Source: an optimization exercise on an open RTL-to-GDS flow (aim: small area and a short achievable clock period). Production flows keep margins and buffers that such runs may drop. In this exercise RTL edits were held to simulation tests only and were not proved equivalent to the original. Power is estimated from default activity; no workload was simulated.

==> flow/design.v <==
package sssp_pkg;
    localparam int LANE_COUNT = 8;
    localparam int LANE_W = 64;
    localparam int WORD_W = LANE_COUNT * LANE_W;
    localparam int LEVEL_W = 8;
    localparam int VERTEX_W = 32;
    localparam int LANE_PRESENT_BIT = 63;
    typedef logic [WORD_W-1:0] word_t;
    typedef logic [LANE_W-1:0] lane_t;
    typedef logic [LEVEL_W-1:0] level_t;
    typedef logic [VERTEX_W-1:0] vertex_t;
    typedef logic [LANE_COUNT-1:0] lane_mask_t;
    typedef logic [3:0] slot_count_t;
endpackage
`timescale 1ns/1ps
module sssp_lane #(
    parameter int ADDR_W = 6
) (
    input  logic              clk,
    input  logic              clr,
    input  logic              present,    
    input  logic [ADDR_W-1:0] idx,
    output logic              hit,        
    output logic [ADDR_W-1:0] hit_idx
);
    localparam int LO_W = ADDR_W / 2;
    localparam int HI_W = ADDR_W - LO_W;
    localparam int LO_N = 2 ** LO_W;
    localparam int HI_N = 2 ** HI_W;
    logic [HI_N*LO_N-1:0] visited;
    logic [LO_N-1:0]      sel_lo;
    logic [HI_N-1:0]      sel_hi;
    logic [HI_N-1:0]      seen_hi;
    logic                 seen;
    always_comb begin
        for (int j = 0; j < LO_N; j++) begin
            sel_lo[j] = present && idx[LO_W-1:0] == LO_W'(j);
        end
        for (int h = 0; h < HI_N; h++) begin
            sel_hi[h] = idx[ADDR_W-1:LO_W] == HI_W'(h);
        end
        for (int h = 0; h < HI_N; h++) begin
            seen_hi[h] = 1'b0;
            for (int j = 0; j < LO_N; j++) begin
                seen_hi[h] = seen_hi[h] | (visited[h * LO_N + j] & sel_lo[j]);
            end
        end
        seen = 1'b0;
        for (int h = 0; h < HI_N; h++) begin
            seen = seen | (seen_hi[h] & sel_hi[h]);
        end
    end
    always_ff @(posedge clk) begin
        for (int h = 0; h < HI_N; h++) begin
            for (int j = 0; j < LO_N; j++) begin
                visited[h * LO_N + j] <= (visited[h * LO_N + j] && !clr) || (sel_lo[j] && sel_hi[h]);
            end
        end
        hit <= present && !(seen && !clr);
        hit_idx <= idx;
    end
endmodule
`timescale 1ns/1ps
module update_compactor (
    input  logic                 clk,
    input  logic                 rst,
    input  sssp_pkg::lane_mask_t hit_in,
    output sssp_pkg::lane_mask_t hit,
    output logic [sssp_pkg::LANE_COUNT-1:0][2:0] pos,
    output logic [2:0]           fill,     
    output logic                 complete,  
    output logic                 any        
);
    localparam int LANES = sssp_pkg::LANE_COUNT;
    function automatic logic [8:0] merge(input logic [8:0] a, input logic [8:0] b);
        merge = '0;
        for (int i = 0; i <= 8; i++) begin
            for (int j = 0; j <= 8 - i; j++) begin
                merge[i + j] = merge[i + j] | (a[i] & b[j]);
            end
        end
    endfunction
    function automatic logic [2:0] pick(input logic [8:0] cnt, input logic [7:0][2:0] sum);
        pick = '0;
        for (int c = 0; c < 8; c++) begin
            pick = pick | (sum[c] & {3{cnt[c]}});
        end
    endfunction
    logic [2:0] f;
    logic [7:0][2:0] f_plus;    
    logic [8:0] f_wrap;         
    logic [8:0] one [LANES];
    logic [8:0] c01, c23, c45, c67, c0_3, c4_6, c4_7;
    logic [8:0] cnt [LANES+1];
    always_comb begin
        for (int c = 0; c < 8; c++) begin
            f_plus[c] = f + 3'(c);
        end
        for (int c = 0; c <= 8; c++) begin
            f_wrap[c] = (4'(f) + 4'(c)) >= 4'd8;
        end
        for (int k = 0; k < LANES; k++) begin
            one[k] = {7'b0, hit_in[k], !hit_in[k]};
        end
        c01 = merge(one[0], one[1]);
        c23 = merge(one[2], one[3]);
        c45 = merge(one[4], one[5]);
        c67 = merge(one[6], one[7]);
        c0_3 = merge(c01, c23);
        c4_6 = merge(c45, one[6]);
        c4_7 = merge(c45, c67);
        cnt[0] = 9'b1;
        cnt[1] = one[0];
        cnt[2] = c01;
        cnt[3] = merge(c01, one[2]);
        cnt[4] = c0_3;
        cnt[5] = merge(c0_3, one[4]);
        cnt[6] = merge(c0_3, c45);
        cnt[7] = merge(c0_3, c4_6);
        cnt[8] = merge(c0_3, c4_7);
    end
    always_ff @(posedge clk) begin
        if (rst) begin
            f <= '0;
            hit <= '0;
            fill <= '0;
            complete <= 1'b0;
            any <= 1'b0;
        end else begin
            f <= pick(cnt[LANES], f_plus) | (f & {3{cnt[LANES][8]}});
            hit <= hit_in;
            fill <= f;
            complete <= |(cnt[LANES] & f_wrap);
            any <= |(f_plus[0]) || |(cnt[LANES][8:1]);
        end
        for (int k = 0; k < LANES; k++) begin
            pos[k] <= pick(cnt[k], f_plus);
        end
    end
endmodule
`timescale 1ns/1ps
module update_packer (
    input  logic                 clk,
    input  logic                 rst,
    input  sssp_pkg::lane_mask_t hit,
    input  logic [sssp_pkg::LANE_COUNT-1:0][2:0] pos,
    input  logic [sssp_pkg::LANE_COUNT-1:0][5:0] idx,
    input  sssp_pkg::level_t     level,
    input  logic [2:0]           fill,
    input  logic                 complete,   
    input  logic                 any,        
    input  logic                 last_in,
    output sssp_pkg::word_t      word_out,
    output logic                 valid_out,
    output logic                 done
);
    localparam int LANES = sssp_pkg::LANE_COUNT;
    localparam int SLOT_W = sssp_pkg::LANE_W;
    localparam int TOP = sssp_pkg::WORD_W - 1;
    logic [8:0] d_vtx [LANES];
    logic [LANES-1:0] w_m;
    logic [8:0] m_vtx [LANES];
    logic [7:0] m_lvl [LANES];
    logic [8:0] v_vtx [LANES-1];
    logic [7:0] v_lvl;
    logic       mclr;
    logic       flushing;
    logic       flush_now;
    logic       show;
    always_comb begin
        for (int s = 0; s < LANES; s++) begin
            d_vtx[s] = '0;
            w_m[s] = 1'b0;
            for (int k = 0; k < LANES; k++) begin
                if (hit[k] && pos[k] == 3'(s)) begin
                    d_vtx[s] = d_vtx[s] | {idx[k], 3'(k)};
                    w_m[s] = 1'b1;
                end
            end
            if (3'(s) < fill) w_m[s] = 1'b0;
        end
    end
    logic [LANES-1:0] take_v;
    logic [LANES-1:0] keep;
    logic [8:0]       v_vtx_x [LANES];
    always_comb begin
        for (int s = 0; s < LANES; s++) begin
            take_v[s] = !w_m[s] && mclr && s < LANES - 1 && 3'(s) < fill;
            keep[s] = !w_m[s] && !mclr;
            v_vtx_x[s] = (s < LANES - 1) ? v_vtx[s < LANES - 1 ? s : 0] : '0;
        end
    end
    assign flush_now = last_in || flushing;
    assign show = !done && (complete || (flush_now && any));
    always_ff @(posedge clk) begin
        if (rst) begin
            valid_out <= 1'b0;
            done <= 1'b0;
            flushing <= 1'b0;
            mclr <= 1'b1;
        end else begin
            valid_out <= show;
            mclr <= show;
            if (flush_now) flushing <= 1'b1;
            if (flush_now && !complete) done <= 1'b1;
        end
        for (int s = 0; s < LANES; s++) begin
            m_vtx[s] <= ({9{w_m[s]}} & d_vtx[s])
                      | ({9{take_v[s]}} & v_vtx_x[s])
                      | ({9{keep[s]}} & m_vtx[s]);
            m_lvl[s] <= ({8{w_m[s]}} & level)
                      | ({8{take_v[s]}} & v_lvl)
                      | ({8{keep[s]}} & m_lvl[s]);
        end
        for (int s = 0; s < LANES - 1; s++) begin
            v_vtx[s] <= d_vtx[s];
        end
        v_lvl <= level;
    end
    always_comb begin
        word_out = '0;
        for (int s = 0; s < LANES; s++) begin
            word_out[TOP - s * SLOT_W - 23 -: 9] = m_vtx[s];
            word_out[TOP - s * SLOT_W - 56 -: 8] = m_lvl[s];
        end
    end
endmodule
`timescale 1ns/1ps
module sssp_top #(
    parameter int ADDR_W = 6
) (
    input  logic             clk,
    input  logic             rst,
    input  sssp_pkg::word_t  word_in,
    input  logic             word_in_valid,
    input  sssp_pkg::level_t current_level,
    input  logic             last_input_in,
    output sssp_pkg::word_t  word_out,
    output logic             valid_out,
    output logic             done
);
    localparam int LANES = sssp_pkg::LANE_COUNT;
    localparam int LANE_W = sssp_pkg::LANE_W;
    localparam int TOP = sssp_pkg::WORD_W - 1;
    logic                 ended;
    logic                 rst_d;
    sssp_pkg::lane_mask_t present;
    always_ff @(posedge clk) begin
        rst_d <= rst;
        if (rst) begin
            ended <= 1'b0;
        end else if (last_input_in) begin
            ended <= 1'b1;
        end
    end
    for (genvar k = 0; k < LANES; k++) begin : g_present
        assign present[k] = !rst && !ended && word_in_valid && word_in[TOP - k * LANE_W];
    end
    sssp_pkg::lane_mask_t r_hit;
    logic [ADDR_W-1:0]    r_idx [LANES];
    sssp_pkg::level_t     r_level;
    logic                 r_last;
    for (genvar k = 0; k < LANES; k++) begin : g_lane
        sssp_lane #(
            .ADDR_W (ADDR_W)
        ) u_lane (
            .clk     (clk),
            .clr     (rst_d),
            .present (present[k]),
            .idx     (word_in[TOP - k * LANE_W - (LANE_W - ADDR_W) -: ADDR_W]),
            .hit     (r_hit[k]),
            .hit_idx (r_idx[k])
        );
    end
    always_ff @(posedge clk) begin
        r_last <= !rst && !ended && last_input_in;
        r_level <= current_level;
    end
    sssp_pkg::lane_mask_t s_hit;
    logic [LANES-1:0][2:0] s_pos;
    logic [2:0]           s_fill;
    logic                 s_complete;
    logic                 s_any;
    logic [LANES-1:0][ADDR_W-1:0] s_idx;
    sssp_pkg::level_t     s_level;
    logic                 s_last;
    update_compactor u_compactor (
        .clk    (clk),
        .rst    (rst),
        .hit_in (r_hit),
        .hit    (s_hit),
        .pos    (s_pos),
        .fill   (s_fill),
        .complete (s_complete),
        .any      (s_any)
    );
    always_ff @(posedge clk) begin
        s_last <= !rst && r_last;
        s_level <= r_level;
        for (int k = 0; k < LANES; k++) begin
            s_idx[k] <= r_idx[k];
        end
    end
    update_packer u_packer (
        .clk       (clk),
        .rst       (rst),
        .hit       (s_hit),
        .pos       (s_pos),
        .idx       (s_idx),
        .level     (s_level),
        .fill      (s_fill),
        .complete  (s_complete),
        .any       (s_any),
        .last_in   (s_last),
        .word_out  (word_out),
        .valid_out (valid_out),
        .done      (done)
    );
endmodule
==> flow/flow/run.sh <==
#!/bin/bash
set -euo pipefail
margin=$(tr -d ' \n' < flow/margin.txt)
sed "s|\"\${@:-finish}\"|SETUP_SLACK_MARGIN=${margin} \"\${@:-finish}\"|" standard.sh > standard_margin.sh
grep -q "SETUP_SLACK_MARGIN=${margin}" standard_margin.sh
bash standard_margin.sh > standard_flow.log 2>&1
==> flow/flow/margin.txt <==
5.3
==> flow/standard.sh <==
#!/bin/bash
# synth_recipe.tcl (not shown) runs the flow's synth.tcl, then flattens the netlist and writes it again
# the make line also repeats each setting of config.mk as NAME=value (left out here)
make -C /OpenROAD-flow-scripts/flow DESIGN_CONFIG=/design/flow/config.mk WORK_HOME=/design/flow/orfs CLKGATE_MAP_FILE= SYNTH_SCRIPT=/design/flow/synth_recipe.tcl "${@:-finish}"
==> flow/config.mk <==
export PLATFORM = sky130hd
export DESIGN_NAME = sssp_top
export DESIGN_NICKNAME = sssp_top
export VERILOG_FILES = /design/flow/design.v
export SDC_FILE = /design/flow/constraint.sdc
export NUM_CORES = 4
export LEC_CHECK = 0
export ABC_AREA = 1
export CAP_MARGIN = 20
export CORE_MARGIN = 2
export CORE_UTILIZATION = 40
export CTS_CLUSTER_DIAMETER = 100
export CTS_CLUSTER_SIZE = 30
export SETUP_SLACK_MARGIN = 5
export SLEW_MARGIN = 20
==> flow/constraint.sdc <==
create_clock -name core_clock -period 8.0 [get_ports {clk}]
set_input_delay 1.6000 -clock core_clock [delete_from_list [all_inputs] [get_ports {clk}]]
set_output_delay 1.6000 -clock core_clock [all_outputs]
set_load 0.01 [all_outputs]
==> results.ini, run 1 <==
[grt]
grt-ovfl-total=0
grt_max_degree=213
grtUsageMet3=0.0664
grt_use_total=0.267
met2_usage=0.412
grt_pass1_wl_um=200000
antenna_found_initial=15
met1_usage=0.378
top_usage_layer=met2
grt_pass1_vias=30300

[route]
num_vias=34400
dr.pass1.iters=6
drtIter0Drc=3415
viasPerCell=5.04
wl_um=138000
ant_nets=0
wl_per_cell_um=20.2
drc=0

[setup_path]
startpoint_type=input pin
reg2reg_slack_ns=5.41
crit_fanout=8
crit_path_frequent_cell=nand2_1
max_stage_delay_ns=0.20
reg2reg_depth=4
critical_path_class=in2reg
cp_slowest_cell=nor2_4
end_kind=register
rr_startpoint=u_packer.mclr
required_ns=8.46
cp.arrival_ns=3.33
crit_path_cell_trace=buf_8, buf_12, nor2_8, buf_12, nand3_4, buf_12, nor2_4, buf_6, nand2_1, nand2_1, nor2_1, nand2_1, nand2_1, nand2_1, nor2_1, nand2_1, a21oi_4
r2r_end=u_packer.m_lvl[5][6]

[layout]
mostFrequentLayoutCells=1891 x nand2_1, 746 x dfxtp_1, 558 x o21ai_0
nets=6080
fin_util=0.464
final_common_cell=nand2_1
regArea_sq_um=18000
nFillCells=9756
multiInputGateArea_sq_um=18100
syn_to_final_growth_pct=14.9
drive_above_1_share=0.126

[clock_tree]
htree_levels=2
clockRootBuffer=clkbuf_16
path_clk_slew_ns=0.11
hold_buffers=0
cts_tree=yes
clk_latency_ns=0.62
cts_buffers=39
cts.path.max_buffers=3
numClockSinks=887

[synthesis]
seq_area_frac_synth=0.463
ys_types=54
ys_warn_count=12
syn_inst=5233
syn_avg_cell_area_sq_um=7.34
synth_area_sq_um=38400
synth-seq-cells=887

[timing]
worst_pin_slew_ns=1.05
finClkSkew_ns=0.0344
rsz0062_at_grt=true
relSlewSlack=0.302
fin_crit_ns=2.87
fmax_mhz=348
slew_viol_final=0
fin_tns_setup_ns=0
hold_viol_final=0
period_share=0.359
setup_viol=0

[floorplan]
initial_utilization=0.404
row_count=113
pin_count=1038
die_w_um=314
die_h_um=314
fp.coreArea_sq_um=95000
dieArea_sq_um=98500

[min_path]
hp-start=g_lane[2].u_lane.hit_idx[5]
hp-class=reg2reg
hold-path-cell-count=0
worstHoldEndpoint=s_idx[17]

[placed_design]
io_buffer_count=205
hpwl_um=98000
gp_congestion=1.01

[pwr]
powerDensity_nw_per_um2=185
p_leak_nw=19.0
ir_drop_mv=0.122

[flow_run]
max-cap-violations=0

[outcome]
outcome=complete, no violations

final cells by class:
cell class | count | share of cell area
Timing Repair Buffer | 325 | 0.0819
Inverter | 396 | 0.0342
Tap cell | 1265 | 0.0359
Antenna cell | 6 | 0.000340
Clock buffer | 44 | 0.0240
Multi-Input combinational cell | 3891 | 0.411
Clock inverter | 14 | 0.00477
Sequential cell | 887 | 0.408
power breakdown:
group	leakage, nW	total, W	internal (W)	switching (W)
Combinational	11.1	0.000922	0.000269	0.000653
Sequential	7.28	0.00471	0.00455	0.000156
Clock	0.612	0.00254	0.00105	0.00148
synth_stat cells (all sizes together):
cell type | instances | area (sq um)
nor3 | 85 | 457
a211oi | 2 | 15.0
clkbuf | 69 | 259
or2 | 5 | 31.3
buf | 403 | 3020
nand3b | 2 | 15.0
ha | 16 | 200
nand3 | 186 | 1080
a221oi | 35 | 307
o31ai | 1 | 7.51
o211ai | 28 | 215
clkinv | 5 | 18.8
dfxtp | 887 | 17800
a22o | 3 | 26.3
o22ai | 80 | 521
nor3b | 2 | 20.0
nand4 | 32 | 200
mux2i | 1 | 10.0
a31oi | 6 | 37.5
nor2 | 338 | 1500
a2111oi | 2 | 17.5
nor4 | 3 | 18.8
nand2 | 1937 | 7310
a22oi | 17 | 128
o21ai | 566 | 2850
o21a | 2 | 15.0
xnor2 | 1 | 8.76
o2111ai | 13 | 114
a21oi | 59 | 295
o221ai | 52 | 455
xor2 | 2 | 17.5
conb | 1 | 3.75
inv | 391 | 1470
and3 | 1 | 6.26
how the worst max path moves through the flow:
stage | from | end | slack, ns
2_1_floorplan | rst | g_lane[0].u_lane.hit | 5.15
3_3_place_gp | rst | g_lane[4].u_lane.hit | 3.50
3_5_place_dp | rst | g_lane[0].u_lane.hit | 3.50
4_1_cts | rst | g_lane[3].u_lane.hit | 5.17
5_1_grt | rst | g_lane[3].u_lane.hit | 5.05
6_report | rst | g_lane[4].u_lane.hit | 5.13
metal layers:
| metal | vias up | part of all wire |
|---|---|---|
| met4 | 10 | 0.021 |
| met3 | 176 | 0.086 |
| met5 | - | 0.00042 |
| met1 | 16200 | 0.45 |
| li1 | 16800 | - |
| met2 | 1211 | 0.44 |
what timing repair did:
action,in CTS,in global routing
endpoints found under the setup margin,684,198
pin swaps,66,68
hold endpoints to repair,0,0
cloned,32,11
resized for setup,1041,110
setup buffers,73,30
flip-flops by register name, summed over array words and instances (netlist names), 3 cells and up:
signal                 count
u_packer.v_lvl             8
g_lane.u_lane.visited    512
s_level                    8
u_packer.m_lvl            64
u_compactor.pos           24
g_lane.u_lane.hit_idx     48
r_level                    8
u_packer.m_vtx            72
s_idx                     48
u_compactor.f              3
g_lane.u_lane.hit          8
u_compactor.hit            8
u_packer.v_vtx            63
u_compactor.fill           3
cells by family (layout without fill, tap and decap cells):
| group | after synthesis | count (layout) | synth area share |
|---|---|---|---|
| fa+ha+maj | 16 | 16 | 0.00521 |
| buf+inv | 868 | 779 | 0.124 |
| mux | 1 | 1 | 0.000261 |
| flops | 887 | 887 | 0.463 |
| simple gates | 2591 | 2629 | 0.277 |
| xor+xnor | 3 | 3 | 0.000685 |
| other cells | 1 | 382 | 0.0000977 |
| compound gates | 866 | 866 | 0.130 |
worst max-delay path, delay by kind of cell:
kind	cells	cell delay [ns]
simple gates	11	0.88
buf+inv	5	0.71
compound gates	1	0.09
per-stage QoR:
step	hold WS [ns]	setup WS, ns	power (W)	std cells	instance area [sq um]
final	0.309	5.13	0.00817	6828	44100
after global routing	0.305	5.05	0.00847	6825	44100
after detailed placement	0.312	3.50	0.00562	6618	40300
after global placement	0.311	3.50	0.00563	6618	40300
after floorplan	0.310	5.15	0.00535	5608	39800
after CTS	0.313	5.17	0.00820	6781	43400
==> run 2: changes to the inputs <==
==> flow/flow/run.sh (replaced) <==
#!/bin/bash
set -euo pipefail
ports="BUFFER_PORTS_ARGS=-buffer_cell sky130_fd_sc_hd__buf_1"
margin="SETUP_SLACK_MARGIN=5.15"
results=$(sed -n 's/^if \[\[ -f \(.*\)\/6_final.odb \]\]; then$/\1/p' standard.sh)
results=${results//\'/}
test -n "$results"
bash standard.sh "$ports" "$margin" 3_3_place_gp > standard_to_gp.log 2>&1
TIE_ODB="$results/3_3_place_gp.odb" TIE_GROUP=24 openroad -no_init -exit flow/merge_ties.tcl > merge_ties.log 2>&1
bash standard.sh "$ports" "$margin" finish > standard_finish.log 2>&1
==> flow/flow/merge_ties.tcl (new file) <==
# After global placement (pins placed, tie cells one per port), let one tie-low
# cell drive up to $group neighbouring constant-zero output ports: the tie cells
# whose LO net reaches only top-level ports are grouped by pin position along
# the die edge, and each group keeps one of them.
set odb $::env(TIE_ODB)
set group $::env(TIE_GROUP)
read_db $odb
set block [ord::get_db_block]
set die [$block getDieArea]
set W [$die xMax]
set H [$die yMax]
set items {}
foreach inst [$block getInsts] {
  if {[[$inst getMaster] getName] ne "sky130_fd_sc_hd__conb_1"} { continue }
  set lo [$inst findITerm LO]
  set net [$lo getNet]
  if {$net eq "NULL" || $net eq ""} { continue }
  set others 0
  foreach it [$net getITerms] { if {[[$it getInst] getName] ne [$inst getName]} { incr others } }
  set bterms [$net getBTerms]
  if {$others != 0 || [llength $bterms] != 1} { continue }
  set bb [[lindex $bterms 0] getBBox]
  set x [expr {([$bb xMin] + [$bb xMax]) / 2}]
  set y [expr {([$bb yMin] + [$bb yMax]) / 2}]
  # position along the die edge, counter-clockwise from the origin
  set d [list $y [expr {$W - $x}] [expr {$H - $y}] $x]
  set e [lsearch -exact $d [tcl::mathfunc::min {*}$d]]
  switch $e {
    0 { set t $x }
    1 { set t [expr {$W + $y}] }
    2 { set t [expr {$W + $H + $W - $x}] }
    3 { set t [expr {2 * $W + $H + $H - $y}] }
  }
  lappend items [list $t $inst $net [lindex $bterms 0]]
}
set items [lsort -real -index 0 $items]
set removed 0
set i 0
foreach it $items {
  if {$i % $group == 0} {
    set keep_net [lindex $it 2]
  } else {
    set bt [lindex $it 3]
    $bt disconnect
    $bt connect $keep_net
    odb::dbInst_destroy [lindex $it 1]
    odb::dbNet_destroy [lindex $it 2]
    incr removed
  }
  incr i
}
puts "merge_ties: [llength $items] port ties, removed $removed, groups of up to $group ports"
write_db $odb
removed: flow/flow/margin.txt
==> run 2 against run 1 <==
Net effect: worst hold slack gained 0.020 ns; core utilization shrank 3.9 points; global-route usage shrank 0.42 points; synthesized cell count is the same; critical path depth grew 1; count of clock-buffer cells in the layout shrank 3; maximum frequency shrank 0.69%; clock skew grew 0.0075 ns; final cell count shrank 6.3%.
==> results.ini, run 2 <==
[outcome]
outcome=complete, no violations

[timing]
slew_viol_final=0
fmax_mhz=346
finClkSkew_ns=0.0419
relSlewSlack=0.258
fin_crit_ns=2.89
hold_viol_final=0
rsz0062_at_grt=true
worst_pin_slew_ns=1.11
whs_ns=0.329
fin_tns_setup_ns=0
period_share=0.362
setup_viol=0

[floorplan]
die_w_um=314
row_count=113
pin_count=1038
fp.coreArea_sq_um=95000
die_h_um=314
dieArea_sq_um=98500
initial_utilization=0.404

[clock_tree]
clk_latency_ns=0.63
cts_tree=yes
numClockSinks=887
path_clk_slew_ns=0.11
cts.path.max_buffers=3
htree_levels=2
clockRootBuffer=clkbuf_16
cts_buffers=40
hold_buffers=0

[setup_path]
r2r_end=u_packer.m_lvl[3][4]
critPathTopFamily=buffers and inverters
startpoint_type=input pin
cp_slowest_cell=buf_12
max_stage_delay_ns=0.18
critical_path_class=in2reg
endpoint=g_lane[3].u_lane.hit
crit_path_frequent_cell=nand2_1
reg2reg_depth=12
crit_fanout=5
crit_buf_inv=6
end_kind=register
critPathLaunch=rst
reg2reg_slack_ns=5.31
rr_startpoint=u_compactor.pos[23]
crit_path_cell_trace=buf_8, buf_12, nor2_8, buf_12, buf_8, nand3_4, buf_12, nor2_4, clkbuf_16, nand2_2, nand2_1, nor2_1, nand2_1, nand2_1, nand2_1, nor2_1, nand2_1, a21oi_2
cp.depth=18
required_ns=8.46
cp.arrival_ns=3.35

[pwr]
power_frac_seq=0.582
pwr-share-comb=0.104
clock_power_share=0.314
p_sw_frac=0.287
p_switching_w=0.00232
powerDensity_nw_per_um2=200
ir_drop_mv=0.180
p_int_w=0.00576
finalPower_w=0.00808
p_leak_nw=16.7

[synthesis]
synth_compound_area_frac=0.130
synth_mux_area_frac=0.000261
syn_avg_cell_area_sq_um=7.34
ys_types=54
yosys.area_share.simple=0.277
synth_ff_type=dfxtp_1
synth_xor_area_frac=0.000684
synthAdderAreaFrac=0.00521
seq_area_frac_synth=0.463
synth.most_common_cell=nand2_1
ys_warn_count=12
synth_top_cell_area_share=0.463
synth_top_family_by_area=simple AND/OR/NAND/NOR gates
yosysTopAreaCell=dfxtp_1
synth_commonest_cells=1923 x nand2_1, 887 x dfxtp_1, 562 x o21ai_0, 383 x buf_4, 381 x inv_1
synthArstFlopShare=0
yosys-top-cells-area=dfxtp_1 46%, nand2_1 19%, buf_4 7.5%
synth_edf_count=0
synth-seq-cells=887
synth_area_sq_um=38400
syn_inst=5233

[route]
top_layer_used=met5
met2_length_um=60500
wl_met1_um=59900
drtIter0Drc=3079
drc=0
viasPerCell=5.25
num_vias=33600
dr.pass1.iters=8
wl_per_cell_um=21.2
wl_um=136000
routed-wl-met3_um=11400
ant_nets=0

[placed_design]
io_buffer_count=205
gp_congestion=1.04
hpwl_um=95700
place_inst=6259
post_dp_cell_area_sq_um=37600

[layout]
nets=5659
largest_register_ffs=512
syn_to_final_growth_pct=5.32
nFillCells=9943
regArea_sq_um=17800
multiInputGateArea_sq_um=16600
mostFrequentLayoutCells=1914 x nand2_1, 866 x dfxtp_1, 562 x o21ai_0
top_regs=g_lane.u_lane.visited (512), u_packer.m_vtx (72), u_packer.m_lvl (64)
drive_above_1_share=0.0779
finalNonFillerCells=6401
final_common_cell=nand2_1
fin_area_sq_um=40400
top_register=g_lane.u_lane.visited

[grt]
grt_pass1_wl_um=197000
grt_max_degree=204
grt-ovfl-total=0
grt_use_total=0.263
grt_pass1_vias=30400
antenna_found_initial=5

[flow_run]
max-cap-violations=0

[min_path]
hp-class=reg2reg

-- run 2: cell count changes in the layout (fill, tap and decap cells not counted), moves of 23 or more --
| cell | previous run | this run |
|---|---|---|
| buf_1 | 0 | 135 |
| buf_2 | 4 | 46 |
| buf_4 | 68 | 32 |
| buf_6 | 147 | 0 |
| clkdlybuf4s50_1 | 33 | 0 |
| conb_1 | 376 | 16 |
| dfxtp_1 | 746 | 866 |
| dfxtp_2 | 116 | 21 |
| dfxtp_4 | 25 | 0 |
| nand2_1 | 1891 | 1914 |
-- run 2: worst register-to-register path, stage by stage (launching register included) --
cell and delay [ns]:
dfxtp_1 0.33, inv_1 0.05, nand2_1 0.12, nor2_1 0.50, inv_1 0.24, nand2_1 0.14, nor3_2 0.06, inv_1 0.11
nor2_2 0.05, nor2_4 0.49, nor2_4 0.25, nand2_1 0.13, o211ai_1 0.08
-- run 2: worst min-delay path by stage --
stage | cells past startpoint | start | end | slack (ns)
2_1_floorplan | 0 | g_lane[0].u_lane.hit_idx[0] | s_idx[0] | 0.31
3_3_place_gp | 0 | g_lane[5].u_lane.hit_idx[4] | s_idx[34] | 0.31
3_5_place_dp | 0 | g_lane[3].u_lane.hit_idx[1] | s_idx[19] | 0.31
4_1_cts | 0 | g_lane[3].u_lane.hit_idx[1] | s_idx[19] | 0.34
5_1_grt | 0 | g_lane[2].u_lane.hit_idx[1] | s_idx[13] | 0.34
6_report | 0 | g_lane[2].u_lane.hit_idx[1] | s_idx[13] | 0.33
-- run 2: cells by family (layout without fill, tap and decap cells) --
group / count (synthesis) / in the layout
AND/OR/NAND/NOR: 2591 / 2625
buffers and inverters: 868 / 721
multiplexers: 1 / 1
adder cells (fa/ha/maj): 16 / 16
XOR/XNOR: 3 / 3
AO/OA/AOI/OAI: 866 / 866
flip-flops: 887 / 887
other: 1 / 17
-- run 2: final cells by class --
class                   instances  area share
inverters                     396      0.0371
well taps                    1265      0.0391
diodes                          1   0.0000619
flip-flops and latches        887       0.440
clock buffers                  41      0.0254
multi-input cells            3527       0.410
clock inverters                17     0.00613
repair buffers                267      0.0422
-- run 2: per-stage QoR --
stage | utilization | setup WS (ns)
after floorplan | - | 5.15
after global routing | 0.426 | 5.04
after CTS | 0.420 | 5.02
after global placement | 0.410 | 3.82
final | 0.426 | 5.11
after detailed placement | 0.396 | 3.83
-- run 2: layer usage --
layer / track usage / up-vias
met2: 0.416 / 1205
met1: 0.360 / 15900
li1: - / 16300
met3: 0.0592 / 220
met5: 0 / -
met4: 0.0699 / 6
-- run 2: repair_timing --
item / 4_1_cts / 5_1_grt
gates cloned: 23 / 15
buffers inserted: 21 / 24
gates resized for setup: 149 / 55
endpoints found under the hold margin: 0 / 0
setup endpoints to repair: 591 / 47
pin swaps: 30 / 42
-- run 2: power by group through the flow --
stage	logic [W]	clock network, W	registers (W)
floorplan	0.000609	0	0.00474
global placement	0.000768	0	0.00480
detailed placement	0.000764	0	0.00480
CTS	0.000803	0.00261	0.00470
global route	0.000902	0.00276	0.00472
finish	0.000837	0.00254	0.00471
==> run 3: changes to the inputs <==
==> flow/flow/run.sh (replaced) <==
#!/bin/bash
# Own flow: the standard layout (standard.sh), stopped after global placement
# to let one tie-low cell drive a group of neighbouring constant-zero output
# ports (flow/merge_ties.tcl), then run on to the end unchanged.
set -euo pipefail
results=$(sed -n 's/^if \[\[ -f \(.*\)\/6_final.odb \]\]; then$/\1/p' standard.sh)
results=${results//\'/}
test -n "$results"
bash standard.sh 3_3_place_gp > standard_to_gp.log 2>&1
TIE_ODB="$results/3_3_place_gp.odb" TIE_GROUP=24 openroad -no_init -exit flow/merge_ties.tcl > merge_ties.log 2>&1
bash standard.sh > standard_finish.log 2>&1
==> run 3 against run 2 <==
Net effect: core utilization grew 1.1 points; clock power shrank 3%; combinational power grew 1%; routed wire length shrank 1.6%; count of clock-buffer cells in the layout grew 1; sequential share of layout area shrank 0.97 points; final cell count is essentially flat; critical endpoint is now word_out[226]; largest power group unchanged.
==> results.ini, run 3 <==
[route]
dr.pass1.iters=6
top_layer_used=met5
num_vias=33500
drc=0
ant_nets=0
wl_um=134000
wl_per_cell_um=20.9
viasPerCell=5.22
drtIter0Drc=3386
routed-wl-met3_um=10800
wl_met1_um=59800
met2_length_um=58400

[flow_run]
max-cap-violations=0

[synthesis]
synth_edf_count=0
synth.most_common_cell=nand2_1
seq_area_frac_synth=0.463
synth_area_sq_um=38400
synth-seq-cells=887
syn_avg_cell_area_sq_um=7.34
syn_inst=5233
synth_ff_type=dfxtp_1
ys_warn_count=12
yosysTopAreaCell=dfxtp_1
yosys-top-cells-area=dfxtp_1 46%, nand2_1 19%, buf_4 7.5%
ys_types=54
synth_top_cell_area_share=0.463
synth_commonest_cells=1923 x nand2_1, 887 x dfxtp_1, 562 x o21ai_0, 383 x buf_4, 381 x inv_1
synthArstFlopShare=0

[setup_path]
required_ns=6.40
cp_slowest_cell=dfxtp_1
end_kind=output pin
max_stage_delay_ns=0.43
crit_path_cell_trace=dlygate4sd2_1
crit_buf_inv=1
crit_fanout=2
startpoint_type=register
critPathTopFamily=flip-flops
critical_path_class=reg2out
cp.arrival_ns=1.35

[grt]
antenna_found_initial=13
grt-ovfl-total=0
grt_pass1_wl_um=195000
grt_max_degree=196
grt_use_total=0.260
grt_pass1_vias=30500

[placed_design]
post_dp_cell_area_sq_um=38900
hpwl_um=94400
io_buffer_count=205
gp_congestion=1.04

[layout]
nets=5661
final_common_cell=nand2_1
top_register=g_lane.u_lane.visited
largest_register_ffs=512
syn_to_final_growth_pct=8.05
mostFrequentLayoutCells=1915 x nand2_1, 834 x dfxtp_1, 562 x o21ai_0
drive_above_1_share=0.0722
top_regs=g_lane.u_lane.visited (512), u_packer.m_vtx (72), u_packer.m_lvl (64)
fin_area_sq_um=41500

[floorplan]
fp.coreArea_sq_um=95000
pin_count=1038
initial_utilization=0.404
dieArea_sq_um=98500
die_w_um=314
die_h_um=314
row_count=113

[timing]
rsz0062_at_grt=true
fin_tns_setup_ns=0
whs_ns=0.330
finClkSkew_ns=0.0402
slew_viol_final=0
fmax_mhz=339
relSlewSlack=0.322
hold_viol_final=0
setup_viol=0
period_share=0.369
fin_crit_ns=2.95
worst_pin_slew_ns=1.01

[clock_tree]
cts_tree=yes
path_clk_slew_ns=0.12
cts.path.max_buffers=3
numClockSinks=887
hold_buffers=0
htree_levels=2
cts_buffers=38
clk_latency_ns=0.63
clockRootBuffer=clkbuf_16

[pwr]
powerDensity_nw_per_um2=194
p_leak_nw=17.6
ir_drop_mv=0.161

[outcome]
outcome=complete, no violations

[min_path]
hp-class=reg2reg

[run 3: cell counts after synthesis]
Identical to the previous run, type by type.
[run 3: cell families (layout without fill, tap and decap cells)]
kind of cell / Yosys count / after routing / share of synthesized area
flops: 887 / 887 / 0.463
buf+inv: 868 / 717 / 0.124
compound gates: 866 / 866 / 0.130
other cells: 1 / 21 / 0.0000977
fa+ha+maj: 16 / 16 / 0.00521
mux: 1 / 1 / 0.000261
xor+xnor: 3 / 3 / 0.000685
simple gates: 2591 / 2630 / 0.277
[run 3: path summary, 6_finish.rpt]
path                            depth (start not counted)               end                   startpoint  slack (ns)
worst min register to register                          0         s_idx[34]  g_lane[5].u_lane.hit_idx[4]        0.33
worst max register to register                          8  u_compactor.f[2]             u_compactor.f[1]        5.07
worst max-delay path                                    1     word_out[226]         u_packer.m_vtx[4][2]        5.05
worst min-delay path                                    0         s_idx[34]  g_lane[5].u_lane.hit_idx[4]        0.33
[run 3: report_power, final]
group	internal (W)	leakage, nW	switching (W)
Sequential	0.00456	7.23	0.000168
Combinational	0.000218	9.76	0.000628
Clock	0.000995	0.575	0.00147
Total	0.00577	17.6	0.00226
[run 3: metal layers]
| layer | up-vias | track usage |
|---|---|---|
| met5 | - | 0 |
| met4 | 8 | 0.0807 |
| met3 | 239 | 0.0550 |
| met2 | 1236 | 0.404 |
| met1 | 15700 | 0.360 |
| li1 | 16300 | - |
[run 3: layout make-up]
class                           count  area [sq um]
Multi-Input combinational cell   3532         16600
Antenna cell                        5          12.5
Timing Repair Buffer              266          2740
Clock buffer                       42          1030
Inverter                          396          1500
Sequential cell                   887         17800
Clock inverter                     13           153
Tap cell                         1265          1580
Fill cell                       10000         53500
[run 3: timing repair]
item | in CTS | in global routing
cloned | 19 | 24
pin swaps | 27 | 65
gates resized for setup | 289 | 82
setup buffers | 30 | 15
endpoints found under the setup margin | 658 | 21
[run 3: stage by stage]
step	util	total power, W	std cells	setup slack (ns)
6_report	0.437	0.00803	6406	5.05
5_1_grt	0.436	0.00831	6401	4.87
4_1_cts	0.429	0.00805	6361	4.96
3_5_place_dp	0.409	0.00562	6257	3.54
3_3_place_gp	0.424	0.00563	6617	3.53
2_1_floorplan	-	0.00535	5608	5.06
==> run 4: changes to the inputs <==
==> flow/flow/run.sh (replaced) <==
#!/bin/bash
# Own flow: the standard layout (standard.sh), stopped after global placement
# to let one tie-low cell drive a group of neighbouring constant-zero output
# ports (flow/merge_ties.tcl), then run on to the end unchanged. The ports are
# buffered with the smallest buffer, which the timing repair upsizes where needed.
set -euo pipefail
ports="BUFFER_PORTS_ARGS=-buffer_cell sky130_fd_sc_hd__buf_1"
results=$(sed -n 's/^if \[\[ -f \(.*\)\/6_final.odb \]\]; then$/\1/p' standard.sh)
results=${results//\'/}
test -n "$results"
bash standard.sh "$ports" 3_3_place_gp > standard_to_gp.log 2>&1
TIE_ODB="$results/3_3_place_gp.odb" TIE_GROUP=24 openroad -no_init -exit flow/merge_ties.tcl > merge_ties.log 2>&1
bash standard.sh "$ports" finish > standard_finish.log 2>&1
==> run 4 against run 3 <==
Net effect: global-route usage shrank 0.57 points; core utilization shrank 1.7 points; non-clock buffer count shrank 10; count of clock-buffer cells in the layout shrank 3; largest cell class unchanged; flip-flop and latch count is the same; still clean on timing, DRC and antenna; critical path type is now in2reg; critical path depth grew 15; sequential share of layout area grew 1.5 points; maximum frequency grew 0.49%.
==> results.ini, run 4 <==
[timing]
fin_crit_ns=2.94
relSlewSlack=0.289
worst_pin_slew_ns=1.07
period_share=0.367
fmax_mhz=340
rsz0062_at_grt=true
fin_tns_setup_ns=0
hold_viol_final=0
setup_viol=0
slew_viol_final=0
finClkSkew_ns=0.0334

[setup_path]
startpoint_type=input pin
cp.arrival_ns=3.41
critical_path_class=in2reg
reg2reg_depth=8
required_ns=8.47
end_kind=register
crit_fanout=6

[route]
drtIter0Drc=3328
dr.pass1.iters=6
wl_um=131000
ant_nets=0
num_vias=33200
viasPerCell=5.20
drc=0
wl_per_cell_um=20.6

[layout]
multiInputGateArea_sq_um=16400
largest_register_ffs=512
fin_area_sq_um=39900
final_common_cell=nand2_1
top_regs=g_lane.u_lane.visited (512), u_packer.m_vtx (72), u_packer.m_lvl (64)
regArea_sq_um=17800
mostFrequentLayoutCells=1919 x nand2_1, 887 x dfxtp_1, 562 x o21ai_0
drive_above_1_share=0.0546
top_register=g_lane.u_lane.visited
syn_to_final_growth_pct=3.93
nFillCells=10000
nets=5633

[clock_tree]
clk_latency_ns=0.63
clockRootBuffer=clkbuf_16
cts_buffers=38
hold_buffers=0
path_clk_slew_ns=0.11
numClockSinks=887
cts_tree=yes
htree_levels=2
cts.path.max_buffers=3

[synthesis]
synth_top_cell_area_share=0.463
seq_area_frac_synth=0.463
ys_types=54
syn_avg_cell_area_sq_um=7.34
synthArstFlopShare=0
synth_ff_type=dfxtp_1
synth-seq-cells=887
ys_warn_count=12
yosysTopAreaCell=dfxtp_1
synth_area_sq_um=38400
syn_inst=5233
synth.most_common_cell=nand2_1
synth_edf_count=0
synth_commonest_cells=1923 x nand2_1, 887 x dfxtp_1, 562 x o21ai_0, 383 x buf_4, 381 x inv_1
yosys-top-cells-area=dfxtp_1 46%, nand2_1 19%, buf_4 7.5%

[placed_design]
post_dp_cell_area_sq_um=37600
gp_congestion=1.06
io_buffer_count=205
hpwl_um=94100

[pwr]
power_frac_seq=0.590
p_int_w=0.00572
p_leak_nw=16.3
p_switching_w=0.00226
powerDensity_nw_per_um2=200
clock_power_share=0.308
ir_drop_mv=0.174
pwr-share-comb=0.102
p_sw_frac=0.283

[grt]
grt_use_total=0.254
grt_max_degree=207
grt-ovfl-total=0
grt_pass1_wl_um=192000
grt_pass1_vias=30300
antenna_found_initial=6

[min_path]
hp-class=reg2reg
hold-path-cell-count=0

[floorplan]
fp.coreArea_sq_um=95000
dieArea_sq_um=98500
die_w_um=314
row_count=113
die_h_um=314
initial_utilization=0.404
pin_count=1038

[outcome]
outcome=complete, no violations

[flow_run]
max-cap-violations=0

-- run 4: worst max-delay path, stage by stage --
cell	delay, ns
buf_4	0.14
buf_12	0.13
nor2_8	0.14
buf_12	0.16
nand3_4	0.13
buf_4	0.21
nor2_4	0.18
nand2_1	0.07
nand2_1	0.07
nor2_1	0.06
nand2_1	0.06
nand2_1	0.06
nand2_1	0.11
nor2_1	0.05
nand2_1	0.12
a21oi_4	0.10
-- run 4: final timing paths --
kind                          startpoint              endpoint  slack [ns]
max                                  rst  g_lane[4].u_lane.hit        5.06
min          g_lane[5].u_lane.hit_idx[2]             s_idx[32]        0.33
max reg2reg           u_compactor.hit[5]  u_packer.m_vtx[4][1]        5.21
min reg2reg  g_lane[5].u_lane.hit_idx[2]             s_idx[32]        0.33
-- run 4: power groups by stage --
stage	Combinational (W)	Clock, W	Sequential, W
2_1_floorplan	0.000608	0	0.00474
3_3_place_gp	0.000764	0	0.00479
5_1_grt	0.000886	0.00267	0.00471
6_report	0.000813	0.00246	0.00470
3_5_place_dp	0.000761	0	0.00480
4_1_cts	0.000775	0.00253	0.00470
-- run 4: area by class of cell --
cell class / instances / share of cell area
sequential: 887 / 0.445
multi-input combinational: 3514 / 0.412
tap: 1265 / 0.0397
inverter: 396 / 0.0375
timing repair buffer: 256 / 0.0355
clock buffer: 39 / 0.0245
clock inverter: 16 / 0.00577
antenna: 3 / 0.000188
-- run 4: layer usage --
metal	track usage	share of wire
met5	0	0.00014
met2	0.395	0.44
met4	0.0771	0.033
met3	0.0662	0.087
met1	0.345	0.44
-- run 4: timing repair --
item                                    in CTS  in global routing
pin swaps                                    6                 33
gates resized for setup                     49                 47
setup buffers                                9                 29
endpoints found under the setup margin     381                 14
cloned                                       0                 23
-- run 4: cell families (layout without fill, tap and decap cells) --
logic type / Yosys count / count (layout) / share of synthesized area
AND/OR/NAND/NOR: 2591 / 2612 / 0.277
flip-flops: 887 / 887 / 0.463
buffers and inverters: 868 / 707 / 0.124
AO/OA/AOI/OAI: 866 / 866 / 0.130
adder cells (fa/ha/maj): 16 / 16 / 0.00521
XOR/XNOR: 3 / 3 / 0.000685
other: 1 / 19 / 0.0000977
multiplexers: 1 / 1 / 0.000261
-- run 4: stage by stage --
step	hold slack [ns]	utilization	setup WS [ns]	instances	power, W
final	0.334	0.420	5.06	6376	0.00797
after floorplan	0.310	-	5.06	5608	0.00535
after CTS	0.337	0.413	4.99	6321	0.00800
after global placement	0.311	0.410	3.80	6617	0.00556
after detailed placement	0.312	0.396	3.82	6257	0.00556
after global routing	0.338	0.420	4.96	6373	0.00827
==> run 5: changes to the inputs <==
--- a/flow/design.v
+++ b/flow/design.v
@@ -18,6 +18,7 @@
 ) (
     input  logic              clk,
     input  logic              clr,
+    input  logic              kill,       
     input  logic              present,    
     input  logic [ADDR_W-1:0] idx,
     output logic              hit,        
@@ -56,7 +57,7 @@
                 visited[h * LO_N + j] <= (visited[h * LO_N + j] && !clr) || (sel_lo[j] && sel_hi[h]);
             end
         end
-        hit <= present && !(seen && !clr);
+        hit <= present && !kill && !(seen && !clr);
         hit_idx <= idx;
     end
 endmodule
@@ -244,7 +245,10 @@
     localparam int TOP = sssp_pkg::WORD_W - 1;
     logic                 ended;
     logic                 rst_d;
-    sssp_pkg::lane_mask_t present;
+    sssp_pkg::lane_mask_t i_present;
+    logic [ADDR_W-1:0]    i_idx [LANES];
+    sssp_pkg::level_t     i_level;
+    logic                 i_last;
     always_ff @(posedge clk) begin
         rst_d <= rst;
         if (rst) begin
@@ -252,9 +256,12 @@
         end else if (last_input_in) begin
             ended <= 1'b1;
         end
-    end
-    for (genvar k = 0; k < LANES; k++) begin : g_present
-        assign present[k] = !rst && !ended && word_in_valid && word_in[TOP - k * LANE_W];
+        for (int k = 0; k < LANES; k++) begin
+            i_present[k] <= !rst && !ended && word_in_valid && word_in[TOP - k * LANE_W];
+            i_idx[k] <= word_in[TOP - k * LANE_W - (LANE_W - ADDR_W) -: ADDR_W];
+        end
+        i_level <= current_level;
+        i_last <= !rst && !ended && last_input_in;
     end
     sssp_pkg::lane_mask_t r_hit;
     logic [ADDR_W-1:0]    r_idx [LANES];
@@ -266,15 +273,16 @@
         ) u_lane (
             .clk     (clk),
             .clr     (rst_d),
-            .present (present[k]),
-            .idx     (word_in[TOP - k * LANE_W - (LANE_W - ADDR_W) -: ADDR_W]),
+            .kill    (rst),
+            .present (i_present[k]),
+            .idx     (i_idx[k]),
             .hit     (r_hit[k]),
             .hit_idx (r_idx[k])
         );
     end
     always_ff @(posedge clk) begin
-        r_last <= !rst && !ended && last_input_in;
-        r_level <= current_level;
+        r_last <= !rst && i_last;
+        r_level <= i_level;
     end
     sssp_pkg::lane_mask_t s_hit;
     logic [LANES-1:0][2:0] s_pos;
==> flow/flow/run.sh (replaced) <==
#!/bin/bash
set -euo pipefail
ports="BUFFER_PORTS_ARGS=-buffer_cell sky130_fd_sc_hd__buf_1"
margin="SETUP_SLACK_MARGIN=5.15"
results=$(sed -n 's/^if \[\[ -f \(.*\)\/6_final.odb \]\]; then$/\1/p' standard.sh)
results=${results//\'/}
test -n "$results"
bash standard.sh "$ports" "$margin" 3_3_place_gp > standard_to_gp.log 2>&1
TIE_ODB="$results/3_3_place_gp.odb" TIE_GROUP=24 openroad -no_init -exit flow/merge_ties.tcl > merge_ties.log 2>&1
bash standard.sh "$ports" "$margin" finish > standard_finish.log 2>&1
==> run 5 against run 4 <==
Net effect: setup slack better by 0.031 ns; combinational power is 7.4% higher; clock power is 8.1% higher; flip-flop and latch count is 65 higher; global-route usage is 1.3 points lower; cell area is 3.0% higher; count of clock-buffer cells in the layout is 3 higher; non-clock buffer count is 42 lower; sequential share of layout area is 2.1 points higher; first-iteration DRC count is 0.18% lower; critical path type is now reg2out; critical endpoint is now word_out[103]; largest cell class unchanged; largest power group unchanged; highest routed layer is now met4.
==> results.ini, run 5 <==
[outcome]
outcome=complete, no violations

[floorplan]
die_h_um=321
fp.coreArea_sq_um=100000
initial_utilization=0.403
row_count=116
die_w_um=321
dieArea_sq_um=103000
pin_count=1038

[grt]
antenna_found_initial=1
grt_use_total=0.241
met1_usage=0.334
grt_pass1_wl_um=193000
top_usage_layer=met2
met2_usage=0.383
grt_max_degree=238
grt-ovfl-total=0
grt_pass1_vias=31100
grtUsageMet3=0.0365

[synthesis]
synth-seq-cells=952
yosysTopAreaCell=dfxtp_1
ys_warn_count=14
synth_commonest_cells=1703 x nand2_1, 952 x dfxtp_1, 564 x o21ai_0, 431 x nand3_1, 379 x buf_4
yosys-top-cells-area=dfxtp_1 47%, nand2_1 16%, buf_4 7.1%
synth_top_cell_area_share=0.473
synth_edf_count=0
synth_ff_type=dfxtp_1
syn_inst=5418
seq_area_frac_synth=0.473
synth_area_sq_um=40300
synth.most_common_cell=nand2_1
synthArstFlopShare=0
ys_types=56
syn_avg_cell_area_sq_um=7.44

[layout]
top_register=g_lane.u_lane.visited
nets=5721
drive_above_1_share=0.0633
final_common_cell=nand2_1
multiInputGateArea_sq_um=16400
mostFrequentLayoutCells=1703 x nand2_1, 901 x dfxtp_1, 564 x o21ai_0
top_regs=g_lane.u_lane.visited (512), u_packer.m_vtx (72), u_packer.m_lvl (64)
nFillCells=10500
regArea_sq_um=19200
antenna_cells=0
syn_to_final_growth_pct=1.91
largest_register_ffs=512

[timing]
slew_viol_final=0
period_share=0.364
worst_pin_slew_ns=1.21
fin_tns_setup_ns=0
hold_viol_final=0
fin_crit_ns=2.91
fmax_mhz=344
whs_ns=0.319
rsz0062_at_grt=true
setup_viol=0
finClkSkew_ns=0.0347
relSlewSlack=0.193

[clock_tree]
path_clk_slew_ns=0.11
cts.path.max_buffers=3
numClockSinks=952
htree_levels=2
hold_buffers=0
clk_latency_ns=0.68
cts_tree=yes
cts_buffers=41
clockRootBuffer=clkbuf_16

[min_path]
hp-class=reg2reg

[setup_path]
required_ns=6.40
crit_buf_inv=1
end_kind=output pin
critPathTopFamily=flip-flops
crit_fanout=2
cp_slowest_cell=dfxtp_4
max_stage_delay_ns=0.42
startpoint_type=register
critical_path_class=reg2out
crit_path_cell_trace=buf_1
cp.arrival_ns=1.31

[placed_design]
io_buffer_count=205
hpwl_um=93000
gp_congestion=1.01

[pwr]
p_leak_nw=17.3
powerDensity_nw_per_um2=210
ir_drop_mv=0.187

[route]
drc=0
ant_nets=0
wl_per_cell_um=19.7
wl_um=128000
viasPerCell=5.23
dr.pass1.iters=6
num_vias=34000
drtIter0Drc=3322

[flow_run]
max-cap-violations=0

==> run 5: kinds of logic (layout without fill, tap and decap cells) <==
kind of cell | Yosys count | count (layout) | synth area share
AND/OR/NAND/NOR | 2690 | 2690 | 0.278
buffers and inverters | 887 | 650 | 0.122
XOR/XNOR | 3 | 3 | 0.000652
AO/OA/AOI/OAI | 869 | 869 | 0.122
other | 1 | 16 | 0.0000930
flip-flops | 952 | 952 | 0.473
adder cells (fa/ha/maj) | 16 | 16 | 0.00497
==> run 5: layout make-up <==
cell class / instances / area share
Multi-Input combinational cell: 3594 / 0.399
Sequential cell: 952 / 0.466
Clock inverter: 16 / 0.00682
Timing Repair Buffer: 214 / 0.0279
Clock buffer: 42 / 0.0251
Tap cell: 1298 / 0.0395
Inverter: 378 / 0.0349
==> run 5: where the power goes <==
| group | internal [W] | total (W) | switching, W | leakage (nW) |
|---|---|---|---|---|
| Sequential | 0.00491 | 0.00512 | 0.000202 | 7.78 |
| Combinational | 0.000206 | 0.000873 | 0.000667 | 8.85 |
| Clock | 0.00106 | 0.00266 | 0.00160 | 0.633 |
| Total | 0.00618 | 0.00865 | 0.00247 | 17.3 |
==> run 5: what timing repair did <==
item	4_1_cts	5_1_grt
endpoints found under the hold margin	0	0
setup endpoints to repair	139	79
resized for setup	195	29
setup buffers	0	0
==> run 5: path summary, 6_finish.rpt <==
check                              start                   to  slack, ns  depth (start not counted)
min          g_lane[5].u_lane.hit_idx[2]            s_idx[32]       0.32                          0
min reg2reg  g_lane[5].u_lane.hit_idx[2]            s_idx[32]       0.32                          0
max                 u_packer.m_vtx[6][7]        word_out[103]       5.09                          1
max reg2reg             u_compactor.f[1]  u_compactor.pos[23]       5.37                          6
==> run 5: stage by stage <==
| stage | util | worst slack [ns] | power, W | instances | area [sq um] |
|---|---|---|---|---|---|
| after floorplan | - | 5.84 | 0.00586 | 5793 | 41700 |
| after global placement | 0.407 | 4.31 | 0.00605 | 6794 | 40700 |
| after detailed placement | 0.393 | 4.24 | 0.00606 | 6434 | 39300 |
| after CTS | 0.410 | 4.99 | 0.00871 | 6492 | 41000 |
| after global routing | 0.411 | 5.04 | 0.00901 | 6494 | 41100 |
| final | 0.411 | 5.09 | 0.00865 | 6494 | 41100 |
==> run 5: metal layers <==
layer	part of all wire	wire length, um
met5	0	0
met4	0.033	4260
met3	0.072	9280
met2	0.45	57100
met1	0.45	57500
==> run 6: changes to the inputs <==
--- a/flow/flow/run.sh
+++ b/flow/flow/run.sh
@@ -1,7 +1,7 @@
 #!/bin/bash
 set -euo pipefail
 ports="BUFFER_PORTS_ARGS=-buffer_cell sky130_fd_sc_hd__buf_1"
-margin="SETUP_SLACK_MARGIN=5.15"
+margin="SETUP_SLACK_MARGIN=5.35"
 results=$(sed -n 's/^if \[\[ -f \(.*\)\/6_final.odb \]\]; then$/\1/p' standard.sh)
 results=${results//\'/}
 test -n "$results"
==> run 6 against run 5 <==
Net effect: routed wire length grew 0.33%; area after synthesis unchanged; core utilization increased by 1.0 points.
==> results.ini, run 6 <==
[timing]
slew_viol_final=0
fmax_mhz=353
period_share=0.354
setup_viol=0
hold_viol_final=0
fin_ws_ns=5.17
fin_crit_ns=2.83
rsz0062_at_grt=true
worst_pin_slew_ns=1.24
relSlewSlack=0.174
fin_tns_setup_ns=0
finClkSkew_ns=0.0385

[route]
wl_per_cell_um=19.7
viasPerCell=5.22
drtIter0Drc=3302
ant_nets=0
num_vias=34000
drc=0
wl_um=128000
dr.pass1.iters=6

[layout]
antenna_cells=0
nets=5743
fin_util=0.421
top_regs=g_lane.u_lane.visited (512), u_packer.m_vtx (72), u_packer.m_lvl (64)
mostFrequentLayoutCells=1703 x nand2_1, 811 x dfxtp_1, 564 x o21ai_0
syn_to_final_growth_pct=4.49
final_common_cell=nand2_1
finalNonFillerCells=6516
largest_register_ffs=512
fin_area_sq_um=42100
drive_above_1_share=0.0920
top_register=g_lane.u_lane.visited

[synthesis]
yosysTopAreaCell=dfxtp_1
ys_types=56
synth.most_common_cell=nand2_1
synth_commonest_cells=1703 x nand2_1, 952 x dfxtp_1, 564 x o21ai_0, 431 x nand3_1, 379 x buf_4
synth-seq-cells=952
ys_warn_count=14
yosys-top-cells-area=dfxtp_1 47%, nand2_1 16%, buf_4 7.1%
syn_inst=5418
synth_ff_type=dfxtp_1
synth_edf_count=0
synthArstFlopShare=0
synth_top_cell_area_share=0.473
synth_area_sq_um=40300
syn_avg_cell_area_sq_um=7.44
seq_area_frac_synth=0.473

[outcome]
outcome=complete, no violations

[grt]
antenna_found_initial=0
grt_max_degree=238
top_usage_layer=met2
grt_pass1_wl_um=194000
met2_usage=0.386
grtUsageMet3=0.0388
grt-ovfl-total=0
grt_pass1_vias=31300
grt_use_total=0.242
met1_usage=0.334

[clock_tree]
numClockSinks=952
htree_levels=2
path_clk_slew_ns=0.11
clk_latency_ns=0.69
clockRootBuffer=clkbuf_16
cts.path.max_buffers=3
hold_buffers=0
cts_tree=yes
cts_buffers=41

[setup_path]
cp_slowest_cell=dfxtp_4
cp.arrival_ns=1.23
rr_startpoint=u_compactor.pos[11]
max_stage_delay_ns=0.43
crit_path_cell_trace=buf_6
startpoint_type=register
required_ns=6.40
critical_path_class=reg2out
reg2reg_slack_ns=5.51
crit_buf_inv=1
critPathTopFamily=flip-flops
crit_fanout=2
r2r_end=u_packer.m_lvl[7][0]
reg2reg_depth=8
end_kind=output pin

[floorplan]
pin_count=1038
fp.coreArea_sq_um=100000
die_w_um=321
initial_utilization=0.403
row_count=116
dieArea_sq_um=103000
die_h_um=321

[flow_run]
max-cap-violations=0

[pwr]
ir_drop_mv=0.186
powerDensity_nw_per_um2=207
p_leak_nw=17.7

[placed_design]
place_inst=6434
dp_slack_ns=4.24
io_buffer_count=205
hpwl_um=93000
gp_congestion=1.01
post_dp_cell_area_sq_um=39300

[min_path]
hp-class=reg2reg
worstHoldEndpoint=s_idx[32]
hold-path-cell-count=0
hp-start=g_lane[5].u_lane.hit_idx[2]

[run 6: cell families after synthesis]
kind of cell,share of synthesized area
adder cells (fa/ha/maj),0.00497
flip-flops,0.473
AO/OA/AOI/OAI,0.122
XOR/XNOR,0.000652
AND/OR/NAND/NOR,0.278
buffers and inverters,0.122
other,0.0000930
[run 6: worst max path at each step]
stage | end | start | slack [ns] | cells after the start
floorplan | u_compactor.f[0] | rst | 5.84 | 4
global placement | i_present[1] | rst | 4.31 | 5
detailed placement | i_present[3] | rst | 4.24 | 5
CTS | word_out[103] | u_packer.m_vtx[6][7] | 5.12 | 1
global route | word_out[103] | u_packer.m_vtx[6][7] | 5.12 | 1
finish | word_out[103] | u_packer.m_vtx[6][7] | 5.17 | 1
[run 6: stage by stage]
step / power (W) / hold WS, ns
final: 0.00873 / 0.318
after detailed placement: 0.00606 / 0.312
after global placement: 0.00605 / 0.310
after global routing: 0.00910 / 0.313
after CTS: 0.00880 / 0.310
after floorplan: 0.00586 / 0.310
[run 6: what timing repair did]
action	CTS	global route
resized for setup	503	8
buffers inserted	17	5
setup endpoints to repair	200	186
[run 6: cell type report]
type | count | area [sq um]
Fill cell | 10400 | 57900
Sequential cell | 952 | 19300
Multi-Input combinational cell | 3594 | 16400
Timing Repair Buffer | 236 | 2050
Tap cell | 1298 | 1620
Inverter | 378 | 1440
Clock buffer | 42 | 1030
Clock inverter | 16 | 280
[run 6: power by group]
part,switching (W),internal (W),leakage [nW],total (W)
clock network,0.00160,0.00106,0.633,0.00265
registers,0.000211,0.00492,7.83,0.00513
logic,0.000671,0.000271,9.21,0.000942
[run 6: layer usage]
layer  part of all wire  vias up
li1                   -    16800
met5                  0        -
met3              0.071      199
met1               0.45    15900
met2               0.45     1129
met4              0.032        0
==> run 7: changes to the inputs <==
--- a/flow/flow/run.sh
+++ b/flow/flow/run.sh
@@ -1,7 +1,7 @@
 #!/bin/bash
 set -euo pipefail
 ports="BUFFER_PORTS_ARGS=-buffer_cell sky130_fd_sc_hd__buf_1"
-margin="SETUP_SLACK_MARGIN=5.35"
+margin="SETUP_SLACK_MARGIN=5.25"
 results=$(sed -n 's/^if \[\[ -f \(.*\)\/6_final.odb \]\]; then$/\1/p' standard.sh)
 results=${results//\'/}
 test -n "$results"
==> run 7 against run 6 <==
Net effect: still clean on timing, DRC and antenna; power hardly changed; sequential power hardly changed; maximum frequency hardly changed; clock power hardly changed; setup slack better by 0.0014 ns; synthesized cell count stayed put; global-route usage stayed put; count of clock-buffer cells in the layout stayed put; critical path type unchanged; critical endpoint unchanged; largest cell class unchanged; highest routed layer unchanged.
==> results.ini, run 7 <==
[clock_tree]
cts_tree=yes
cts.path.max_buffers=3
cts_buffers=41
numClockSinks=952
path_clk_slew_ns=0.11
clockRootBuffer=clkbuf_16
htree_levels=2
clk_latency_ns=0.68

[grt]
grt-ovfl-total=0
grt_max_degree=238
antenna_found_initial=0
grt_pass1_wl_um=194000
grt_pass1_vias=31300
grt_use_total=0.242

[synthesis]
synth-seq-cells=952
synth_commonest_cells=1703 x nand2_1, 952 x dfxtp_1, 564 x o21ai_0, 431 x nand3_1, 379 x buf_4
yosysTopAreaCell=dfxtp_1
ys_warn_count=14
synth.most_common_cell=nand2_1
synth_edf_count=0
ys_types=56
synth_area_sq_um=40300
syn_inst=5418
seq_area_frac_synth=0.473
yosys-top-cells-area=dfxtp_1 47%, nand2_1 16%, buf_4 7.1%
synth_top_cell_area_share=0.473
synthArstFlopShare=0
synth_ff_type=dfxtp_1
syn_avg_cell_area_sq_um=7.44

[layout]
nets=5743
multiInputGateArea_sq_um=16400
drive_above_1_share=0.0916
largest_register_ffs=512
top_register=g_lane.u_lane.visited
nFillCells=10400
regArea_sq_um=19300
syn_to_final_growth_pct=4.49
antenna_cells=0
final_common_cell=nand2_1
mostFrequentLayoutCells=1703 x nand2_1, 813 x dfxtp_1, 564 x o21ai_0
top_regs=g_lane.u_lane.visited (512), u_packer.m_vtx (72), u_packer.m_lvl (64)

[floorplan]
dieArea_sq_um=103000
pin_count=1038
die_h_um=321
initial_utilization=0.403
die_w_um=321
row_count=116
fp.coreArea_sq_um=100000

[placed_design]
gp_congestion=1.01
io_buffer_count=205
hpwl_um=93000

[pwr]
p_int_w=0.00625
ir_drop_mv=0.186
powerDensity_nw_per_um2=207
p_leak_nw=17.7
p_sw_frac=0.284
pwr-share-comb=0.108
power_frac_seq=0.588
p_switching_w=0.00248
clock_power_share=0.304
finalPower_w=0.00873

[route]
wl_per_cell_um=19.7
viasPerCell=5.22
wl_um=128000
drtIter0Drc=3308
ant_nets=0
dr.pass1.iters=6
num_vias=34000
drc=0

[setup_path]
cp_slowest_cell=dfxtp_4
crit_path_cell_trace=buf_6
critical_path_class=reg2out
required_ns=6.40
max_stage_delay_ns=0.43
startpoint_type=register
end_kind=output pin
crit_fanout=2
cp.arrival_ns=1.23
critPathTopFamily=flip-flops
crit_buf_inv=1

[timing]
worst_pin_slew_ns=1.26
finClkSkew_ns=0.0384
relSlewSlack=0.161
fin_tns_setup_ns=0
setup_viol=0
whs_ns=0.319
rsz0062_at_grt=true
slew_viol_final=0
hold_viol_final=0
fin_crit_ns=2.83
period_share=0.354
fmax_mhz=353

[flow_run]
max-cap-violations=0

[outcome]
outcome=complete, no violations

[min_path]
hp-class=reg2reg

## run 7: cell counts after synthesis
Identical to the previous run, type by type.
## run 7: logic make-up (layout without fill, tap and decap cells)
family | Yosys count | count (layout) | share of synthesized area
adder cells (fa/ha/maj) | 16 | 16 | 0.00497
flip-flops | 952 | 952 | 0.473
buffers and inverters | 887 | 672 | 0.122
AO/OA/AOI/OAI | 869 | 869 | 0.122
AND/OR/NAND/NOR | 2690 | 2690 | 0.278
XOR/XNOR | 3 | 3 | 0.000652
other | 1 | 16 | 0.0000930
## run 7: metal layers
layer  wire, um  track usage
met5          0            0
met4       4130       0.0790
met3       9650       0.0388
met2      57400        0.386
met1      57300        0.334
## run 7: layout make-up
cell class              count  share of cell area
well taps                1298              0.0386
clock inverters            16             0.00665
repair buffers            236              0.0486
clock buffers              42              0.0244
multi-input cells        3594               0.390
inverters                 378              0.0342
flip-flops and latches    952               0.458
## run 7: final timing paths
kind                                                   from              endpoint  slack (ns)  depth (start not counted)
worst max-delay path                   u_packer.m_vtx[6][7]         word_out[103]        5.17                          1
worst min-delay path            g_lane[5].u_lane.hit_idx[2]             s_idx[32]        0.32                          0
worst max register to register                u_packer.mclr  u_packer.m_lvl[1][6]        5.36                          5
worst min register to register  g_lane[5].u_lane.hit_idx[2]             s_idx[32]        0.32                          0
## run 7: worst reg2reg max path, stage by stage (launching register included)
cell and delay, ns:
dfxtp_1 0.81, clkinv_4 0.41, buf_4 0.48, nor2_4 0.56, a22oi_1 0.21, nand2_1 0.09
## run 7: metrics by stage
stage | setup slack [ns] | utilization | instance area, sq um | cells
after floorplan | 5.84 | - | 41700 | 5793
after global placement | 4.31 | 0.407 | 40700 | 6794
after detailed placement | 4.24 | 0.393 | 39300 | 6434
after CTS | 5.03 | 0.420 | 42000 | 6509
after global routing | 5.12 | 0.421 | 42100 | 6516
final | 5.17 | 0.421 | 42100 | 6516
## run 7: timing repair
item,4_1_cts,5_1_grt
setup endpoints to repair,181,132
resized for setup,499,10
hold buffers,0,0
setup buffers,17,5
## run 7: power by group through the flow
| stage | Sequential, W | Combinational, W | Clock, W |
|---|---|---|---|
| 2_1_floorplan | 0.00514 | 0.000717 | 0 |
| 3_3_place_gp | 0.00522 | 0.000834 | 0 |
| 3_5_place_dp | 0.00522 | 0.000841 | 0 |
| 4_1_cts | 0.00513 | 0.000927 | 0.00274 |
| 5_1_grt | 0.00515 | 0.00103 | 0.00291 |
| 6_report | 0.00513 | 0.000941 | 0.00266 |

separate check: timing with driven ports:
Ports are ideal in the flow. The routed layouts listed here were re-timed in OpenROAD.
Step 1 (the two cells are an assumption about what drives the block):
set clk [get_ports {clk}]
set_driving_cell -lib_cell sky130_fd_sc_hd__clkbuf_16 $clk
set_driving_cell -lib_cell sky130_fd_sc_hd__buf_2 [delete_from_list [all_inputs] $clk]
Step 2 times the ports against the registers' clock, not the clock port: input delays grow and output delays shrink by t, the midpoint of the rising clock arrivals with the driver on.
Three values: ideal, step 1, step 2; two values: the first two.
| run | t, ns | setup slack, ns | latest minus earliest clock arrival (ns) | slew at the worst register clock pin (ns) | cell pins on the clock port's net |
|---|---|---|---|---|---|
| run 1 | 0.676 | 5.127 / 5.152 / 4.486 | 0.040 / 0.040 | 0.12 / 0.12 | 1 |
| run 2 | 0.682 | 5.107 / 5.097 / 4.459 | 0.043 / 0.043 | 0.12 / 0.12 | 1 |
| run 3 | 0.681 | 5.047 / 4.976 / 4.424 | 0.043 / 0.043 | 0.12 / 0.12 | 1 |
| run 4 | 0.680 | 5.061 / 4.996 / 4.431 | 0.037 / 0.037 | 0.12 / 0.12 | 1 |
| run 5 | 0.738 | 5.092 / 5.016 / 4.521 | 0.042 / 0.041 | 0.12 / 0.12 | 1 |
| run 6 | 0.738 | 5.168 / 5.092 / 4.675 | 0.047 / 0.047 | 0.12 / 0.12 | 1 |
| run 7 | 0.738 | 5.169 / 5.094 / 4.681 | 0.045 / 0.045 | 0.12 / 0.12 | 1 |
After both steps setup and hold are still met in every run listed. The setup slack of run 2, which loses most, moves by -0.010 ns with the drivers and by -0.648 ns with both steps.
